This is an optimization exercise on Yosys and OpenROAD, whose aim is small area, not a production implementation.
Only simulation tests tie the RTL to the original design; equivalence was not proved.
Power is estimated from default activity; no workload was simulated.

==> design.v <==
package vec_pkg;
  localparam int DEF_NUM_LANES = 16;
  localparam int DEF_LANE_W    = 32;
  localparam int DEF_HALF_W    = DEF_LANE_W / 2;
  typedef enum logic [1:0] {
    PM_FULL  = 2'b00,
    PM_TRUNC = 2'b01,
    PM_SAT   = 2'b10
  } pack_mode_t;
  typedef enum logic {
    ST_IDLE = 1'b0,
    ST_SEND = 1'b1
  } pk_state_t;
  function automatic logic [1:0] decode_mode(input logic [1:0] m);
    logic [1:0] r;
    case (m)
      2'b01:   r = vec_pkg::PM_TRUNC;
      2'b10:   r = vec_pkg::PM_SAT;
      default: r = vec_pkg::PM_FULL;
    endcase
    decode_mode = r;
  endfunction
  function automatic logic [DEF_HALF_W-1:0] sat_narrow(input logic [DEF_LANE_W-1:0] v);
    logic [DEF_HALF_W:0]   upper;
    logic [DEF_HALF_W-1:0] r;
    upper = v[DEF_LANE_W-1:DEF_HALF_W-1];
    if ((&upper) || !(|upper)) r = v[DEF_HALF_W-1:0];
    else if (v[DEF_LANE_W-1])  r = {1'b1, {(DEF_HALF_W-1){1'b0}}};
    else                       r = {1'b0, {(DEF_HALF_W-1){1'b1}}};
    sat_narrow = r;
  endfunction
endpackage
module lane_narrow
#(
  parameter int LANE_W = vec_pkg::DEF_LANE_W
) (
  input  logic [LANE_W-1:0]   lane_i,
  input  vec_pkg::pack_mode_t          mode_i,
  output logic [LANE_W/2-1:0] narrow_o
);
  localparam int HALF_W = LANE_W / 2;
  logic [HALF_W:0]   upper;
  logic              ovf;
  logic [HALF_W-1:0] sat;
  always_comb begin
    upper = lane_i[LANE_W-1:HALF_W-1];
    ovf   = !((&upper) || !(|upper));
    if (!ovf)               sat = lane_i[HALF_W-1:0];
    else if (lane_i[LANE_W-1]) sat = {1'b1, {(HALF_W-1){1'b0}}};
    else                    sat = {1'b0, {(HALF_W-1){1'b1}}};
    narrow_o = (mode_i == vec_pkg::PM_SAT) ? sat : lane_i[HALF_W-1:0];
  end
endmodule
module vec_result_packer
#(
  parameter int NUM_LANES = vec_pkg::DEF_NUM_LANES,
  parameter int LANE_W    = vec_pkg::DEF_LANE_W,
  parameter int BUS_W     = 32
) (
  input  logic                              clk,
  input  logic                              rst,
  input  logic                              in_valid,
  output logic                              in_ready,
  input  logic [NUM_LANES-1:0][LANE_W-1:0]  in_lanes,
  input  logic [1:0]                        in_mode,
  output logic                              out_valid,
  input  logic                              out_ready,
  output logic [BUS_W-1:0]                  out_data,
  output logic                              out_last,
  output logic                              busy
);
  localparam int HALF_W    = LANE_W / 2;
  localparam int PACK_W    = NUM_LANES * LANE_W;
  localparam int NB_FULL   = PACK_W / BUS_W;
  localparam int NB_NARROW = NB_FULL / 2;
  localparam int BEAT_W    = (NB_FULL > 1) ? $clog2(NB_FULL) : 1;
  localparam logic [BEAT_W-1:0] LAST_FULL   = BEAT_W'(NB_FULL - 1);
  localparam logic [BEAT_W-1:0] LAST_NARROW = BEAT_W'(NB_NARROW - 1);
  vec_pkg::pk_state_t          state_q, state_d;
  logic [BEAT_W-1:0]  beat_q, beat_d;
  vec_pkg::pack_mode_t         mode_q, mode_d;
  logic [PACK_W-1:0]  pack_q, pack_d;
  vec_pkg::pack_mode_t                            cap_mode;
  logic [NUM_LANES-1:0][HALF_W-1:0]      narrowed;
  logic [PACK_W-1:0]                     packed_narrow;
  logic [BEAT_W-1:0]                     last_idx;
  logic                                  last_beat;
  logic                                  accept;
  assign cap_mode = vec_pkg::pack_mode_t'(vec_pkg::decode_mode(in_mode));
  for (genvar g = 0; g < NUM_LANES; g++) begin : g_lane
    lane_narrow #(.LANE_W(LANE_W)) u_narrow (
      .lane_i   (in_lanes[g]),
      .mode_i   (cap_mode),
      .narrow_o (narrowed[g])
    );
  end
  assign packed_narrow = {{(PACK_W/2){1'b0}}, narrowed};
  always_comb begin
    last_idx  = (mode_q == vec_pkg::PM_FULL) ? LAST_FULL : LAST_NARROW;
    out_valid = (state_q == vec_pkg::ST_SEND);
    busy      = (state_q == vec_pkg::ST_SEND);
    last_beat = out_valid && (beat_q == last_idx);
    out_last  = last_beat;
    out_data  = out_valid ? pack_q[beat_q*BUS_W +: BUS_W] : '0;
    in_ready  = ((state_q == vec_pkg::ST_IDLE) || (last_beat && out_ready)) && !rst;
    accept    = in_valid && in_ready;
  end
  always_comb begin
    state_d = state_q;
    beat_d  = beat_q;
    mode_d  = mode_q;
    pack_d  = pack_q;
    case (state_q)
      vec_pkg::ST_IDLE: begin
        if (accept) begin
          state_d = vec_pkg::ST_SEND;
          beat_d  = '0;
          mode_d  = cap_mode;
          pack_d  = (cap_mode == vec_pkg::PM_FULL) ? in_lanes : packed_narrow;
        end
      end
      vec_pkg::ST_SEND: begin
        if (out_ready) begin
          if (last_beat) begin
            if (accept) begin
              beat_d = '0;
              mode_d = cap_mode;
              pack_d = (cap_mode == vec_pkg::PM_FULL) ? in_lanes : packed_narrow;
            end else begin
              state_d = vec_pkg::ST_IDLE;
            end
          end else begin
            beat_d = beat_q + BEAT_W'(1);
          end
        end
      end
      default: state_d = vec_pkg::ST_IDLE;
    endcase
  end
  always_ff @(posedge clk) begin
    if (rst) begin
      state_q <= vec_pkg::ST_IDLE;
      beat_q  <= '0;
      mode_q  <= vec_pkg::PM_FULL;
      pack_q  <= '0;
    end else begin
      state_q <= state_d;
      beat_q  <= beat_d;
      mode_q  <= mode_d;
      pack_q  <= pack_d;
    end
  end
endmodule
==> run.sh <==
#!/bin/bash
# synth_recipe.tcl (not shown) runs the flow's synth.tcl, then flattens the netlist and writes it again
# the make line also repeats each setting of config.mk as NAME=value (left out here)
make -C /OpenROAD-flow-scripts/flow DESIGN_CONFIG=/design/flow/config.mk WORK_HOME=/design/flow/orfs CLKGATE_MAP_FILE= SYNTH_SCRIPT=/design/flow/synth_recipe.tcl finish
==> config.mk <==
export PLATFORM = sky130hd
export DESIGN_NAME = vec_result_packer
export DESIGN_NICKNAME = vec_result_packer
export VERILOG_FILES = /design/flow/design.v
export SDC_FILE = /design/flow/constraint.sdc
export NUM_CORES = 4
export LEC_CHECK = 0
export CAP_MARGIN = 20
export CORE_MARGIN = 2
export CORE_UTILIZATION = 40
export SLEW_MARGIN = 20
==> constraint.sdc <==
create_clock -name core_clock -period 6.0 [get_ports {clk}]
set_input_delay 1.2000 -clock core_clock [delete_from_list [all_inputs] [get_ports {clk}]]
set_output_delay 1.2000 -clock core_clock [all_outputs]
set_load 0.01 [all_outputs]
==> results by group, run 1 <==
Status
  – Outcome: finished clean

Finish
  – Fill cells: 5666
  – Final Cell Area: 0.0336 mm2
  – Fin nets: 3391
  – Layout cells sized above 1: 15.1%
  – Syn-to-layout area delta: 30.2%
  – Final cell count without fillers: 3769

Synthesis
  – Top area cells in the synthesized netlist: dfxtp_1, mux4_2, a22o_1
  – Register area share after synthesis: 40.3%
  – Top cell type by total area after synthesis: dfxtp_1
  – Synth top area share: 40.3%
  – Most used DFF post-synth: dfxtp_1
  – Mapped Cells: 2461
  – Synth cell types: 53
  – Synth cell count leaders: dfxtp_1, a22o_1, a21oi_1, nand2_1, nor3b_1
  – Async set or reset register ratio after synthesis: 0%
  – Synth Area per Inst: 10.5 um2
  – Syn nets: 2983
  – Count leader, synth: dfxtp_1
  – Synth Cell Area: 0.0258 mm2
  – EDFF count, synth: 0
  – Warnings, synthesis: 2
  – Yosys reg bits: 519

Clocking
  – Clock Sinks: 519
  – CTS buffer count: 58
  – CTS tree: yes
  – Root Driver: clkbuf_16
  – CTS Hold Bufs: 0
  – Clock-pin slew on the worst setup and hold paths: 0.06 ns
  – Clock tree buffer depth: 3
  – Post-CTS sizing: 0
  – Total number of H-tree levels: 2
  – Skew-Pair Late Insertion Delay: 0.63 ns
  – Post-CTS setup buffers: 0

Timing
  – Relative slew slack: 24.6%
  – Final period util: 82.4%
  – Setup violations, final: 0
  – RSZ-0062 raised after global routing: no
  – Min Tclk post-route: 4.95 ns
  – Worst Max-Slew Pin Slew: 1.13 ns
  – Max Slew Vio Count: 0
  – F_max: 202 MHz
  – Clk_skew: 0.0218 ns
  – Final hold viol count: 0
  – Setup TNS: 0 ns

Drt
  – DRC violations left: 0
  – DR WL/cell: 32.9 um
  – First-pass iteration count of the detailed router: 5
  – Final wirelength: 124000 um
  – Post-route antenna net violation count: 0
  – Initial DRC count: 3272
  – Total number of vias: 24931
  – Via density: 6.61

Worst setup path
  – Kind of critical path: register to output pin
  – Worst EP required: 4.80 ns
  – Critical Path AT: 3.75 ns
  – CP max FO: 26
  – CP startpoint kind: register
  – Setup crit end kind: output pin

Global route
  – Initial antenna violation count: 10
  – First-pass GRT wire length: 173000 um
  – Grt ovf: 0
  – Vias in the first global route: 23679
  – Largest net degree at the start of global routing: 221
  – GRT Util Overall: 35.9%

Placed design
  – Routability cong.: 0.979
  – DP HPWL: 95000 um
  – Placed Area: 0.0317 mm2
  – Placed insts: 3664
  – Port Buffers: 553

Run
  – MaxCap Viol Count: 0

Floorplan
  – Die Height: 258 um
  – Total I/O pin count: 554
  – Initial Utilization: 40.2%
  – Area of the core: 0.0641 mm2
  – Die Span X: 258 um
  – Die area: 0.0666 mm2
  – Num rows: 93

Power and ir drop
  – Max rail drop VDD: 0.000232 V
  – Leak: 11.6 nW
  – Pwr/cell area: 274 mW/mm2

Hold path
  – Worst hold path type: register to register
critical path, stage by stage (launching register included):
cell	delay, ns
dfxtp_4	0.66
buf_4	0.56
mux4_2	0.67
mux4_2	0.51
and2_1	0.20
clkdlybuf4s50_1	0.49
path summary, 6_finish.rpt:
| path | from | to | slack, ns | depth (start not counted) |
|---|---|---|---|---|
| setup / recovery | beat_q[0] | out_data[4] | 1.05 | 5 |
| hold / removal | pack_q[239] | pack_q[239] | 0.46 | 1 |
| setup reg to reg | beat_q[0] | pack_q[70] | 1.92 | 7 |
| hold reg to reg | pack_q[239] | pack_q[239] | 0.46 | 1 |
cell usage in the layout, fill, tap and decap left out, types with 35 or more instances in the layout:
cell type and count:
a211oi_1 124, a211oi_2 90, a21oi_1 239, a22o_1 256, and2_1 38, buf_4 35, clkbuf_16 59, clkdlybuf4s50_1 553
dfxtp_1 516, mux4_2 160, nand2_1 226, nand4_1 62, nor3b_1 210, nor4_1 63
stage by stage:
stage	util, %	setup slack [ns]	total power [mW]	hold WS (ns)
floorplan	-	2.63	4.74	0.420
global placement	49.5	1.67	5.66	0.445
detailed placement	49.5	1.56	5.68	0.450
CTS	52.4	1.00	9.17	0.465
global route	52.4	0.901	9.42	0.474
finish	52.4	1.05	9.21	0.464
sequential cells by signal, indices dropped and copies added (netlist names):
signal	flops
beat_q	4
pack_q	512
state_q	1
mode_q	2
report_power, final:
group | switching (mW) | leakage (nW) | internal (mW)
Sequential | 0.244 | 4.27 | 3.72
Combinational | 0.896 | 6.41 | 0.816
Clock | 1.51 | 0.911 | 2.02
cell families (layout without fill, tap and decap cells):
logic type | after synthesis | in the layout | share of synthesized area (%)
adder cells (fa/ha/maj) | 4 | 4 | 0.194
XOR/XNOR | 2 | 2 | 0.0679
other | 0 | 6 | 0
multiplexers | 167 | 167 | 14.2
buffers and inverters | 265 | 712 | 4.79
AND/OR/NAND/NOR | 684 | 684 | 15.2
AO/OA/AOI/OAI | 820 | 820 | 25.3
flip-flops | 519 | 519 | 40.3
metal layers:
metal	share of wire [%]	track usage, %	vias up
met4	5.4	17.1	8
met5	0.045	0	-
met2	45	55.3	1715
met3	10	6.53	253
li1	-	-	10521
met1	40	48.6	12434
cell type report:
| class | count | area, um2 | area share [%] |
|---|---|---|---|
| Tap cell | 855 | 1070 | 3.18 |
| Antenna cell | 6 | 15.0 | 0.0447 |
| Timing Repair Buffer | 596 | 5960 | 17.7 |
| Clock buffer | 86 | 1730 | 5.14 |
| Multi-Input combinational cell | 1677 | 14200 | 42.4 |
| Sequential cell | 519 | 10400 | 30.9 |
| Inverter | 17 | 68.8 | 0.205 |
| Clock inverter | 13 | 111 | 0.331 |
==> inputs of run 2 (changes only) <==
==> design.v (replaced) <==
package vec_pkg;
  localparam int DEF_NUM_LANES = 16;
  localparam int DEF_LANE_W    = 32;
  localparam int DEF_HALF_W    = DEF_LANE_W / 2;
  typedef enum logic [1:0] {
    PM_FULL  = 2'b00,
    PM_TRUNC = 2'b01,
    PM_SAT   = 2'b10
  } pack_mode_t;
  typedef enum logic {
    ST_IDLE = 1'b0,
    ST_SEND = 1'b1
  } pk_state_t;
  function automatic logic [1:0] decode_mode(input logic [1:0] m);
    logic [1:0] r;
    case (m)
      2'b01:   r = vec_pkg::PM_TRUNC;
      2'b10:   r = vec_pkg::PM_SAT;
      default: r = vec_pkg::PM_FULL;
    endcase
    decode_mode = r;
  endfunction
  function automatic logic [DEF_HALF_W-1:0] sat_narrow(input logic [DEF_LANE_W-1:0] v);
    logic [DEF_HALF_W:0]   upper;
    logic [DEF_HALF_W-1:0] r;
    upper = v[DEF_LANE_W-1:DEF_HALF_W-1];
    if ((&upper) || !(|upper)) r = v[DEF_HALF_W-1:0];
    else if (v[DEF_LANE_W-1])  r = {1'b1, {(DEF_HALF_W-1){1'b0}}};
    else                       r = {1'b0, {(DEF_HALF_W-1){1'b1}}};
    sat_narrow = r;
  endfunction
endpackage
module lane_narrow
#(
  parameter int LANE_W = vec_pkg::DEF_LANE_W
) (
  input  logic [LANE_W-1:0]   lane_i,
  input  logic                sat_i,
  output logic [LANE_W/2-1:0] narrow_o
);
  localparam int HALF_W = LANE_W / 2;
  logic [HALF_W:0] upper;
  logic            clamp;
  always_comb begin
    upper    = lane_i[LANE_W-1:HALF_W-1];
    clamp    = sat_i && !((&upper) || !(|upper));
    narrow_o = clamp ? {lane_i[LANE_W-1], {(HALF_W-1){!lane_i[LANE_W-1]}}}
                     : lane_i[HALF_W-1:0];
  end
endmodule
module vec_result_packer
#(
  parameter int NUM_LANES = vec_pkg::DEF_NUM_LANES,
  parameter int LANE_W    = vec_pkg::DEF_LANE_W,
  parameter int BUS_W     = 32
) (
  input  logic                              clk,
  input  logic                              rst,
  input  logic                              in_valid,
  output logic                              in_ready,
  input  logic [NUM_LANES-1:0][LANE_W-1:0]  in_lanes,
  input  logic [1:0]                        in_mode,
  output logic                              out_valid,
  input  logic                              out_ready,
  output logic [BUS_W-1:0]                  out_data,
  output logic                              out_last,
  output logic                              busy
);
  localparam int HALF_W  = LANE_W / 2;
  localparam int NPAIRS  = NUM_LANES / 2;
  localparam int PAIR_W  = (NPAIRS > 1) ? $clog2(NPAIRS) : 1;
  logic [NUM_LANES-1:0][LANE_W-1:0] lanes_q;
  logic                             send_q;
  logic                             full_q;
  logic                             sat_q;
  logic [PAIR_W-1:0]                pair_q;
  logic                             half_q;
  logic [NPAIRS-1:0][LANE_W-1:0] even_l, odd_l;
  logic [LANE_W-1:0]             even_sel, odd_sel;
  logic [HALF_W-1:0]             even_nar, odd_nar;
  logic                          last_beat;
  logic                          load;
  for (genvar p = 0; p < NPAIRS; p++) begin : g_pair
    assign even_l[p] = lanes_q[2*p];
    assign odd_l[p]  = lanes_q[2*p+1];
  end
  assign even_sel = even_l[pair_q];
  assign odd_sel  = odd_l[pair_q];
  lane_narrow #(.LANE_W(LANE_W)) u_narrow_even (
    .lane_i   (even_sel),
    .sat_i    (sat_q),
    .narrow_o (even_nar)
  );
  lane_narrow #(.LANE_W(LANE_W)) u_narrow_odd (
    .lane_i   (odd_sel),
    .sat_i    (sat_q),
    .narrow_o (odd_nar)
  );
  always_comb begin
    last_beat = send_q && (&pair_q) && (half_q || !full_q);
    out_valid = send_q;
    busy      = send_q;
    out_last  = last_beat;
    if (!send_q)     out_data = '0;
    else if (full_q) out_data = half_q ? odd_sel : even_sel;
    else             out_data = {odd_nar, even_nar};
    in_ready  = (!send_q || (last_beat && out_ready)) && !rst;
    load      = !send_q || (last_beat && out_ready);
  end
  always_ff @(posedge clk) begin
    if (load) begin
      lanes_q <= in_lanes;
      full_q  <= !(in_mode == 2'b01 || in_mode == 2'b10);
      sat_q   <= (in_mode == 2'b10);
    end
  end
  always_ff @(posedge clk) begin
    if (rst) begin
      send_q <= 1'b0;
    end else if (load) begin
      send_q <= in_valid;
    end
  end
  always_ff @(posedge clk) begin
    if (load) begin
      pair_q <= '0;
      half_q <= 1'b0;
    end else if (out_ready) begin
      half_q <= full_q && !half_q;
      if (half_q || !full_q) pair_q <= pair_q + PAIR_W'(1);
    end
  end
endmodule
==> run 2 against run 1 <==
Sequential cell count unchanged. Via count decreased by 52%. Global-route usage decreased by 13 points. Clock skew fell by 0.0067 ns. Worst setup slack lost 0.68 ns. Area after synthesis is 20% lower. Sequential power increased by about 10%. Sequential share of layout area is 23 points higher. Critical path depth up 4. Largest cell class is now sequential cells. Largest power group unchanged.
==> results by group, run 2 <==
Drt
  – DRC violations left: 0
  – Initial DRC count: 826
  – Post-route antenna net violation count: 0
  – Via density: 5.18
  – Total number of vias: 12011
  – Final wirelength: 61200 um
  – DR WL/cell: 26.4 um
  – First-pass iteration count of the detailed router: 4

Worst setup path
  – Worst r2r path cells: 5
  – CP bufs+invs: 2
  – Worst EP required: 4.80 ns
  – Setup crit end kind: output pin
  – Critical Path Max Stage Delay: 0.85 ns
  – Crit path max-delay family: compound AO/OA/AOI/OAI gates
  – CP max FO: 28
  – Crit. path cell count: 9
  – Crit path cell chain: buf_12, mux4_2, mux2i_1, nor3_1, nand2_1, o31ai_1, o21ai_2, a21oi_1, clkdlybuf4s50_1
  – CP startpoint kind: register
  – Slowest CP cell: o21ai_2
  – Kind of critical path: register to output pin
  – Critical Path AT: 4.43 ns

Power and ir drop
  – Max rail drop VDD: 0.000221 V
  – Logic pwr share: 10.9%
  – Leak: 9.75 nW
  – Internal: 6.87 mW
  – Power, Total: 8.77 mW
  – Sw Ratio: 21.8%
  – Pwr/cell area: 304 mW/mm2
  – Clock Power Share: 39.3%
  – Sequential share of power: 49.8%
  – Net switching power: 1.91 mW

Floorplan
  – Area of the core: 0.0512 mm2
  – Die Height: 231 um
  – Num rows: 83
  – Total I/O pin count: 554
  – Die Span X: 231 um
  – Initial Utilization: 40.4%
  – Die area: 0.0535 mm2

Synthesis
  – Syn nets: 1523
  – Synth top area share: 74.7%
  – Area share of fa/ha/maj cells after synthesis: 0.182%
  – Largest family of logic cells by synthesized area: multiplexers
  – Top cell type by total area after synthesis: edfxtp_1
  – Simple-gate share of the synthesized area: 2.43%
  – Mapped Cells: 1002
  – Synth Area in XOR/XNOR: 0.0424%
  – Synth cell types: 46
  – Synth cell count leaders: edfxtp_1, mux4_2, mux2i_1, nand2_1, a21oi_1
  – Post-synthesis mux area share: 17.3%
  – Area fraction in compound gates after synthesis: 2.86%
  – EDFF count, synth: 514
  – Most used DFF post-synth: edfxtp_1
  – Top area cells in the synthesized netlist: edfxtp_1, mux4_2, mux2i_1
  – Async set or reset register ratio after synthesis: 0%
  – Synth Cell Area: 0.0207 mm2
  – Warnings, synthesis: 2
  – Count leader, synth: edfxtp_1
  – Register area share after synthesis: 75.2%
  – Synth Area per Inst: 20.6 um2
  – Yosys reg bits: 519

Finish
  – Max reg flops: 512
  – Most common cell after layout, fill and taps aside: clkdlybuf4s50_1
  – Layout cells sized above 1: 15.9%
  – Syn-to-layout area delta: 39.5%
  – Fin nets: 2104
  – Commonest cells after routing, fill and taps aside: clkdlybuf4s50_1, edfxtp_1, mux4_2
  – Largest reg by FF count: lanes_q
  – Biggest regs: lanes_q x512, pair_q x3

Clocking
  – Clock tree buffer depth: 3
  – CTS tree: yes
  – Clock Sinks: 519
  – Skew-Pair Late Insertion Delay: 0.60 ns
  – Clock-pin slew on the worst setup and hold paths: 0.06 ns
  – Total number of H-tree levels: 2
  – Post-CTS setup buffers: 0
  – CTS Hold Bufs: 0
  – Post-CTS sizing: 0
  – Root Driver: clkbuf_16
  – CTS buffer count: 56

Timing
  – Setup violations, final: 0
  – F_max: 178 MHz
  – Setup TNS: 0 ns
  – Post-route setup slack: 0.368 ns
  – Max Slew Vio Count: 0
  – Final hold viol count: 0
  – Relative slew slack: 28.1%
  – Clk_skew: 0.0152 ns
  – Min Tclk post-route: 5.63 ns
  – RSZ-0062 raised after global routing: no
  – Final period util: 93.9%
  – Worst Max-Slew Pin Slew: 1.08 ns

Global route
  – First-pass GRT wire length: 86500 um
  – Initial antenna violation count: 11
  – Grt ovf: 0
  – GRT Util Overall: 22.8%
  – Vias in the first global route: 13015
  – Largest net degree at the start of global routing: 119

Hold path
  – Worst hold path type: register to register
  – WHS Path Cells: 2

Status
  – Outcome: finished clean

Placed design
  – Port Buffers: 553
  – Pre-CTS setup slack: 0.973 ns
  – Routability cong.: 0.807
  – DP HPWL: 45900 um

Run
  – MaxCap Viol Count: 0
[run 2: changes by cell type after synthesis, sizes merged, moves of 118 or more]
| cell | previous run | this run |
|---|---|---|
| dfxtp | 519 | 5 |
| clkbuf | 128 | 10 |
| a211oi | 214 | 1 |
| nand2 | 226 | 41 |
| nor3b | 211 | 1 |
| a22o | 256 | 0 |
| edfxtp | 0 | 514 |
| a21oi | 241 | 45 |
[run 2: routing by layer]
metal | vias to the layer above | routed length [um] | track usage (%)
met5 | - | 14 | 0
met4 | 2 | 1250 | 6.81
met3 | 83 | 4490 | 5.30
met2 | 517 | 30800 | 39.0
met1 | 6096 | 24600 | 28.9
li1 | 5313 | - | -
[run 2: worst register-to-register path, stage by stage (launching register included)]
cell	delay, ns
dfxtp_1	0.93
inv_1	0.58
nand2_1	0.31
nand3_1	0.31
nand2_8	0.80
buf_4	0.57
[run 2: worst paths after layout]
check	startpoint	end	slack, ns
setup / recovery	pair_q[1]	out_data[19]	0.37
setup reg to reg	half_q	lanes_q[23]	2.15
hold / removal	pair_q[1]	pair_q[1]	0.73
hold reg to reg	pair_q[1]	pair_q[1]	0.73
[run 2: cell type report]
cell class                 instances  area, um2
multi-input combinational        415       4730
clock inverter                    42        388
inverter                          14       52.6
clock buffer                      64       1450
sequential                       519      15500
tap                              680        851
fill                            3955      22400
antenna                            8       20.0
timing repair buffer             577       5790
[run 2: logic make-up (layout without fill, tap and decap cells)]
| kind of cell | after synthesis | count (layout) |
|---|---|---|
| DFF | 519 | 519 |
| muxes | 214 | 214 |
| and+or+nand+nor | 104 | 104 |
| AOI/OAI and AO/OA | 93 | 93 |
| buffers and inverters | 68 | 697 |
| adders and majority gates | 3 | 3 |
| xor gates and xnor gates | 1 | 1 |
| other | 0 | 8 |
[run 2: stage by stage]
stage / instances / instance area [um2] / utilization [%] / hold WS [ns]
3_5_place_dp: 2205 / 27000 / 52.7 / 0.742
4_1_cts: 2311 / 28800 / 56.3 / 0.751
2_1_floorplan: 1002 / 20700 / - / 0.633
5_1_grt: 2318 / 28800 / 56.3 / 0.784
3_3_place_gp: 2205 / 27000 / 52.7 / 0.734
6_report: 2319 / 28800 / 56.3 / 0.732
[run 2: power by group through the flow]
stage,clock (mW),combinational (mW),sequential (mW)
after global placement,0,0.962,4.44
after floorplan,0,0.410,4.44
after global routing,3.66,1.02,4.40
after CTS,3.52,0.972,4.38
final,3.44,0.958,4.37
after detailed placement,0,0.967,4.45
==> inputs of run 3 (changes only) <==
--- a/design.v
+++ b/design.v
@@ -75,17 +75,22 @@
   logic                             sat_q;
   logic [PAIR_W-1:0]                pair_q;
   logic                             half_q;
-  logic [NPAIRS-1:0][LANE_W-1:0] even_l, odd_l;
+  logic [NPAIRS-1:0]             pair_sel;
   logic [LANE_W-1:0]             even_sel, odd_sel;
   logic [HALF_W-1:0]             even_nar, odd_nar;
   logic                          last_beat;
   logic                          load;
-  for (genvar p = 0; p < NPAIRS; p++) begin : g_pair
-    assign even_l[p] = lanes_q[2*p];
-    assign odd_l[p]  = lanes_q[2*p+1];
+  always_comb begin
+    for (int p = 0; p < NPAIRS; p++) pair_sel[p] = send_q && (pair_q == PAIR_W'(p));
   end
-  assign even_sel = even_l[pair_q];
-  assign odd_sel  = odd_l[pair_q];
+  always_comb begin
+    even_sel = '0;
+    odd_sel  = '0;
+    for (int p = 0; p < NPAIRS; p++) begin
+      even_sel = even_sel | (lanes_q[2*p]   & {LANE_W{pair_sel[p]}});
+      odd_sel  = odd_sel  | (lanes_q[2*p+1] & {LANE_W{pair_sel[p]}});
+    end
+  end
   lane_narrow #(.LANE_W(LANE_W)) u_narrow_even (
     .lane_i   (even_sel),
     .sat_i    (sat_q),
@@ -101,9 +106,8 @@
     out_valid = send_q;
     busy      = send_q;
     out_last  = last_beat;
-    if (!send_q)     out_data = '0;
-    else if (full_q) out_data = half_q ? odd_sel : even_sel;
-    else             out_data = {odd_nar, even_nar};
+    if (full_q) out_data = half_q ? odd_sel : even_sel;
+    else        out_data = {odd_nar, even_nar};
     in_ready  = (!send_q || (last_beat && out_ready)) && !rst;
     load      = !send_q || (last_beat && out_ready);
   end
==> flow/run.sh (new file) <==
#!/bin/bash
# Standard ORFS layout with smaller port buffers and a leaner clock tree.
set -euo pipefail
CTS="-sink_clustering_enable -repair_clock_nets -dont_use_dummy_load"
CTS="$CTS -sink_clustering_size 20 -sink_clustering_max_diameter 60"
CTS="$CTS -buf_list {sky130_fd_sc_hd__clkbuf_4 sky130_fd_sc_hd__clkbuf_8}"
export BUFFER_PORTS_ARGS="-buffer_cell sky130_fd_sc_hd__buf_1"
export CTS_ARGS="$CTS"
bash standard.sh finish > make_finish.log 2>&1
==> standard.sh (new file) <==
#!/bin/bash
# synth_recipe.tcl (not shown) runs the flow's synth.tcl, then flattens the netlist and writes it again
# the make line also repeats each setting of config.mk as NAME=value (left out here)
make -C /OpenROAD-flow-scripts/flow DESIGN_CONFIG=/design/flow/config.mk WORK_HOME=/design/flow/orfs CLKGATE_MAP_FILE= SYNTH_SCRIPT=/design/flow/synth_recipe.tcl "${@:-finish}"
--- a/config.mk
+++ b/config.mk
@@ -7,5 +7,6 @@
 export LEC_CHECK = 0
 export CAP_MARGIN = 20
 export CORE_MARGIN = 2
-export CORE_UTILIZATION = 40
+export CORE_UTILIZATION = 65
+export PLACE_DENSITY = 0.75
 export SLEW_MARGIN = 20
removed: run.sh
==> run 3 against run 2 <==
Count of clock-buffer cells in the layout down 28. Sequential power about the same. Clock power down 54%. Non-clock buffer count up 5. Design area down 20%. Utilization up 20 points. Combinational power down about 30%. Sequential cell count unchanged. Critical path type unchanged. Critical endpoint is now out_data[17]. Largest power group unchanged. Highest routed layer unchanged.
==> results by group, run 3 <==
Hold path
  – WHS Path Cells: 2
  – WHS Endpoint: pair_q[1]
  – Worst hold path type: register to register
  – Hold wc startpoint: pair_q[1]

Worst setup path
  – Crit path max-delay family: buffers and inverters
  – Kind of critical path: register to output pin
  – Worst r2r path cells: 6
  – Setup crit end kind: output pin
  – CP startpoint kind: register
  – R2r setup slk: 2.24 ns
  – Critical Path AT: 4.52 ns
  – Worst EP required: 4.80 ns
  – CP bufs+invs: 5
  – Crit path cell chain: inv_1, ha_2, buf_4, inv_1, nor3_2, a22o_1, a21oi_1, or4b_1, nor4_2, nor4_2, buf_4, a311oi_1, buf_1
  – Reg-to-Reg End: lanes_q[221]
  – R2r startpoint: pair_q[1]
  – Slowest CP cell: or4b_1
  – CP max FO: 33
  – Critical Path Max Stage Delay: 0.54 ns

Drt
  – Final wirelength: 59600 um
  – DR WL/cell: 28.5 um
  – Total number of vias: 13621
  – Via density: 6.51
  – Post-route antenna net violation count: 0
  – DRC violations left: 0
  – First-pass iteration count of the detailed router: 8
  – Initial DRC count: 1641

Finish
  – Layout cells sized above 1: 7.66%
  – Final Cell Area: 0.0232 mm2
  – Largest reg by FF count: lanes_q
  – Fill cells: 1899
  – Fin util: 75.8%
  – Biggest regs: lanes_q x512, pair_q x3
  – Max reg flops: 512
  – Final cell count without fillers: 2091
  – Fin nets: 2210
  – Most common cell after layout, fill and taps aside: buf_1
  – Syn-to-layout area delta: 14.8%
  – Commonest cells after routing, fill and taps aside: buf_1, edfxtp_1, mux2i_1

Timing
  – Final period util: 95.3%
  – Worst Max-Slew Pin Slew: 1.09 ns
  – F_max: 175 MHz
  – Hold Worst Slack: 0.548 ns
  – Relative slew slack: 27.1%
  – RSZ-0062 raised after global routing: no
  – Post-route setup slack: 0.279 ns
  – Max Slew Vio Count: 0
  – Final hold viol count: 0
  – Min Tclk post-route: 5.72 ns
  – Setup violations, final: 0
  – Clk_skew: 0.0711 ns
  – Setup TNS: 0 ns

Synthesis
  – Synth Cell Area: 0.0202 mm2
  – EDFF count, synth: 514
  – Most used DFF post-synth: edfxtp_1
  – Async set or reset register ratio after synthesis: 0%
  – Mapped Cells: 1149
  – Top cell type by total area after synthesis: edfxtp_1
  – Syn nets: 1674
  – Synth cell count leaders: edfxtp_1, mux2i_1, a221oi_1, nand2_1, a22oi_1
  – Synth cell types: 62
  – Synth Area per Inst: 17.6 um2
  – Register area share after synthesis: 76.9%
  – Warnings, synthesis: 2
  – Synth top area share: 76.4%
  – Count leader, synth: edfxtp_1
  – Yosys reg bits: 519
  – Top area cells in the synthesized netlist: edfxtp_1, mux2i_1, a221oi_1

Global route
  – First-pass GRT wire length: 84900 um
  – Largest net degree at the start of global routing: 141
  – GRT Util Overall: 35.8%
  – Vias in the first global route: 13410
  – Initial antenna violation count: 15
  – Grt ovf: 0

Placed design
  – Pre-CTS setup slack: 0.744 ns
  – Placed Area: 0.0227 mm2
  – Placed insts: 2043
  – Port Buffers: 553
  – DP HPWL: 43400 um
  – Routability cong.: 0.899

Clocking
  – Skew-Pair Late Insertion Delay: 0.58 ns
  – Clock-pin slew on the worst setup and hold paths: 0.09 ns
  – Clock Sinks: 519
  – Total number of H-tree levels: 2
  – CTS tree: yes
  – Root Driver: clkbuf_8
  – Clock tree buffer depth: 3
  – CTS Hold Bufs: 0
  – CTS buffer count: 36

Floorplan
  – Die Span X: 180 um
  – Num rows: 64
  – Initial Utilization: 66.1%
  – Die area: 0.0325 mm2
  – Area of the core: 0.0306 mm2
  – Total I/O pin count: 554
  – Die Height: 180 um

Power and ir drop
  – Pwr/cell area: 285 mW/mm2
  – Max rail drop VDD: 0.000252 V
  – Power, Total: 6.61 mW
  – Leak: 7.28 nW

Run
  – MaxCap Viol Count: 0

Status
  – Outcome: finished clean
==> run 3: changes by cell type after synthesis, sizes merged, moves of 13 or more <==
cell    delta
a311oi    +19
mux4     -112
a222oi    +39
o211ai    +27
a22oi     +31
a221oi    +69
o21ai     +23
clkbuf    +29
mux2i     -27
a21oi     -13
==> run 3: worst register-to-register path: stages, from the launching register on <==
cell and delay (ns):
dfxtp_1 0.41, ha_1 0.21, ha_2 0.60, buf_4 0.35, nand3_1 0.30, nand2_8 0.85
buf_4 0.65
==> run 3: per-layer routing <==
layer	routed length (um)	up-vias	track usage [%]	share of wire, %
met1	20500	6627	44.1	34
li1	-	5845	-	-
met2	30400	1004	61.0	51
met3	6050	137	8.53	10
met5	50	-	0	0.084
met4	2630	8	15.7	4.4
==> run 3: area by class of cell <==
cell class	instances	area (um2)	area share, %
Tap cell	396	495	2.14
Inverter	10	37.5	0.162
Sequential cell	519	15500	67.0
Clock buffer	36	495	2.14
Timing Repair Buffer	582	2350	10.1
Antenna cell	12	30.0	0.129
Multi-Input combinational cell	536	4250	18.3
==> run 3: cell families after synthesis <==
group / Yosys count / synth area share, %
muxes: 86 / 4.40
and+or+nand+nor: 126 / 3.10
buffers and inverters: 94 / 2.47
DFF: 519 / 76.9
xor gates and xnor gates: 1 / 0.0434
adders and majority gates: 7 / 0.433
AOI/OAI and AO/OA: 316 / 12.7
==> run 3: worst max-delay path by stage <==
stage | startpoint | endpoint | depth (start not counted)
6_report | pair_q[1] | out_data[17] | 13
5_1_grt | pair_q[1] | out_data[17] | 13
4_1_cts | pair_q[0] | out_data[16] | 12
3_5_place_dp | pair_q[0] | out_data[16] | 12
3_3_place_gp | pair_q[1] | out_data[16] | 12
2_1_floorplan | pair_q[1] | full_q | 7
==> run 3: where the power goes <==
part           total [mW]  leakage [nW]  switching, mW  internal [mW]
logic               0.668          1.81          0.429          0.239
clock network        1.57         0.259           1.02          0.543
registers            4.38          5.21         0.0918           4.29
==> run 3: timing repair <==
item,CTS,global route
setup buffers,0,0
resized for setup,0,5
endpoints found under the setup margin,0,3

## what the ideal ports hide
The flow's constraints put no driver on any port. The routed layouts listed below were extracted and timed again, unchanged, in two steps.
Step 1 (the two cells are an assumption about what drives the block):
set clk [get_ports {clk}]
set_driving_cell -lib_cell sky130_fd_sc_hd__clkbuf_16 $clk
set_driving_cell -lib_cell sky130_fd_sc_hd__buf_2 [delete_from_list [all_inputs] $clk]
Step 2 adds t to the input delays and takes it off the output delays; t is the mean of the earliest and latest rising clock arrival at the registers after step 1. Input paths then give back, and output paths get back, about the clock's delay inside the block.
Slacks: ideal ports / drivers / drivers and shift; pairs: ideal ports / drivers.
run	shift t [ns]	setup slack, ns	slew at the worst register clock pin (ns)
run 1	0.691	1.053 / 0.989 / 1.554	0.07 / 0.07
run 2	0.647	0.368 / 0.312 / 0.959	0.06 / 0.06
run 3	0.591	0.279 / 0.229 / 0.820	0.12 / 0.12
After both steps every run listed still meets setup and hold.
